This is an optimization exercise on Yosys and OpenROAD, whose aim is small area and few clock cycles, not a production implementation.
The RTL was checked by simulation tests, not by an equivalence proof against the original design.
No activity file was given, so power comes from the tool's default toggle rates.

Setup of run A:
## axi_wr_top
module axi_wr_top
(
    input  logic        clk,
    input  logic        rst_n,
    input  logic [3:0]  aw_id,
    input  logic [15:0] aw_addr,
    input  logic [7:0]  aw_len,
    input  logic [2:0]  aw_size,
    input  logic [1:0]  aw_burst,
    input  logic        aw_valid,
    output logic        aw_ready,
    input  logic [31:0] w_data,
    input  logic [3:0]  w_strb,
    input  logic        w_last,
    input  logic        w_valid,
    output logic        w_ready,
    output logic [3:0]  b_id,
    output logic [1:0]  b_resp,
    output logic        b_valid,
    input  logic        b_ready,
    output logic [3:0]  mem_id,
    output logic [15:0] mem_addr,
    output logic [31:0] mem_data,
    output logic [3:0]  mem_strb,
    output logic        mem_last,
    output logic        mem_boundary_err,
    output logic        mem_we,
    input  logic        mem_credit
);
    logic        d_valid;
    logic [3:0]  d_id;
    logic [15:0] d_addr;      
    logic [2:0]  d_size;
    logic        d_fixed;
    logic        d_berr;      
    logic [2:0]  owed;
    logic        bv;
    logic        credit_ok, b_free, beat, burst_done, aw_fire;
    logic [11:0] mask;
    logic [12:0] sum;
    assign credit_ok  = !owed[2] || mem_credit;
    assign b_free     = !bv || b_ready;
    assign beat       = d_valid && w_valid && credit_ok;
    assign burst_done = beat && w_last;
    assign aw_ready   = !d_valid && b_free;
    assign aw_fire    = aw_valid && aw_ready;
    assign w_ready    = beat;
    assign mem_we     = beat;
    assign mask = 12'hfff << d_size;
    assign sum  = {1'b0, d_addr[11:0] | ~mask} + {12'd0, !d_fixed};
    always_ff @(posedge clk) begin
        if (aw_fire) begin
  ...
clock: 5.0 ns
lec_check: 0
cap_margin: 40
core_margin: 2
core_utilization: 40
cts_buf_list: sky130_fd_sc_hd__clkbuf_4
slew_margin: 20
standard.sh (not shown) runs the stock make flow with config.mk's settings and CLKGATE_MAP_FILE= SYNTH_SCRIPT=/design/flow/synth_recipe.tcl, a recipe that flattens the netlist after the stock synthesis.
==> flow/flow/run.sh <==
#!/bin/bash
# Standard ORFS flow (the standard.sh), with:
#  - the floorplanned netlist's combinational logic re-synthesised for area
#    by OpenROAD's restructure (registers untouched),
#  - port buffers inserted as the smallest buffer cell,
#  - power recovery (downsizing off-critical gates) after global routing,
#  - TritonCTS without dummy loads.
set -euo pipefail
export BUFFER_PORTS_ARGS="-buffer_cell sky130_fd_sc_hd__buf_1"
export RECOVER_POWER=100
export CTS_ARGS="-sink_clustering_enable -repair_clock_nets -buf_list sky130_fd_sc_hd__clkbuf_4 -dont_use_dummy_load"

bash standard.sh floorplan > standard_floorplan.log 2>&1

export RES_DIR=$PWD/orfs/results/$FLOW_PLATFORM/axi_wr_top/base
export RMP_DIR=$PWD/rmp
mkdir -p $RMP_DIR
PLAT=$FLOW_HOME/platforms/$FLOW_PLATFORM
# The platform's DONT_USE_CELLS are the probe and lpflow cells; keep ABC off them
DONT_USE="sky130_fd_sc_hd__probe_p_8 sky130_fd_sc_hd__probec_p_8 sky130_fd_sc_hd__lpflow_*"
echo "DONT_USE: $DONT_USE" > restructure.log
export RSZ_LIB=$RMP_DIR/lib_use.lib
python3 flow/filter_lib.py $PLAT/lib/sky130_fd_sc_hd__tt_025C_1v80.lib $RSZ_LIB "$DONT_USE"
openroad -no_init -exit flow/restructure.tcl >> restructure.log 2>&1

bash standard.sh > standard.log 2>&1
==> flow/flow/filter_lib.py <==
#!/usr/bin/env python3
# Copy a liberty file, leaving out the cells that match the DONT_USE patterns.
# usage: filter_lib.py IN.lib OUT.lib "PATTERN ..."
import fnmatch, re, sys

src, dst, pats = sys.argv[1], sys.argv[2], sys.argv[3].split()
out = open(dst, 'w')
skip = False
depth = 0
for line in open(src):
    if not skip:
        m = re.match(r'\s*cell\s*\(\s*"?([^")]+)"?\s*\)', line)
        if m and any(fnmatch.fnmatchcase(m.group(1), p) for p in pats):
            skip = True
            depth = 0
    if skip:
        depth += line.count('{') - line.count('}')
        if depth <= 0 and '}' in line:
            skip = False
        continue
    out.write(line)
out.close()
==> flow/flow/restructure.tcl <==
# Re-synthesise the combinational logic of the floorplanned netlist for area
# (OpenROAD's restructure, which runs ABC on the logic between registers and ports).
set res $::env(RES_DIR)
read_db $res/2_floorplan.odb
read_liberty $::env(RSZ_LIB)
read_sdc $res/2_floorplan.sdc
source $::env(FLOW_HOME)/platforms/$::env(FLOW_PLATFORM)/setRC.tcl
report_design_area
report_worst_slack
restructure -target area -liberty_file $::env(RSZ_LIB) \
  -tielo_port sky130_fd_sc_hd__conb_1/LO -tiehi_port sky130_fd_sc_hd__conb_1/HI \
  -work_dir $::env(RMP_DIR)
report_design_area
report_worst_slack
write_db $res/2_floorplan.odb
Testbench counts of run A, summed over its fixed seeds: cycles 45,257.
Here is what was changed in the inputs of run B compared with run A.
- ABC_AREA: unset -> 1
==> flow/flow/run.sh <==
#!/bin/bash
export BUFFER_PORTS_ARGS="-buffer_cell sky130_fd_sc_hd__buf_1"
export RECOVER_POWER=100
export CTS_ARGS="-sink_clustering_enable -repair_clock_nets -buf_list sky130_fd_sc_hd__clkbuf_4 -dont_use_dummy_load"
bash standard.sh > standard.log 2>&1
removed: flow/flow/filter_lib.py
removed: flow/flow/restructure.tcl
==> run notes <==
- On synthesized cell count: run B sits above run A.
- Run B vs run A, share of synthesized cell area in full adder, half adder and majority cells went down by 0.22 points.
- On run B: global-route usage is 1.4 points higher than what run A gave.
- Required time of the worst setup path was lower in the run labelled run B.
- Maximum clock rate in run B is about 3.5% higher than in run A
- Count of non-CTS inverters in the layout, run B and run A: lower on run A
#### Input delta (run C over run B)
- ABC_AREA no longer set, was 1
- CAP_MARGIN now 20, was 40
==> flow/flow/run.sh <==
#!/bin/bash
export BUFFER_PORTS_ARGS="-buffer_cell sky130_fd_sc_hd__buf_1"
export CTS_ARGS="-sink_clustering_enable -repair_clock_nets -buf_list sky130_fd_sc_hd__clkbuf_4 -dont_use_dummy_load"
bash standard.sh > standard.log 2>&1
[summary]
Measured against each other, run C and run B differ in share of final-layout standard cells stronger than drive strength 1, the higher figure coming from run B.
Compared run C vs run B, and final critical path time including I/O delays and setup is down in run C.
Met2 usage: run C lower than run B
Run C ended up with registers as its main power-consuming group; run B ended up with combinational logic.
The overall fraction of global-route tracks in use was comparable across run C and run B.

## separate check: timing with driven ports
No port has a modelled driver above. Below, the same layouts with a new extraction and two added sets of constraints. Step 1 assumes that a clkbuf_16 drives the clock port and a buf_2 every other input. Step 2 moves the port delays by t, midway between the first and last clock arrival at a register: inputs arrive t later, outputs are due t later. That takes back most of the time a late clock gives input paths. a / b / c = ideal / step 1 / step 2; a / b = the first two.
run | shift t [ns] | setup slack, ns | latest minus earliest clock arrival (ns) | worst data-port slew with drivers (ns)
run A | 0.339 | 2.006 / 2.003 / 1.747 | 0.016 / 0.016 | 0.08
run B | 0.340 | 2.106 / 2.106 / 1.766 | 0.020 / 0.020 | 0.07
run C | 0.342 | 2.290 / 2.270 / 2.270 | 0.012 / 0.011 | 0.08
After both steps every run listed still meets setup and hold. For run B, which loses most, drivers alone change the setup slack by 0.000 ns; drivers and shift together by -0.340 ns.
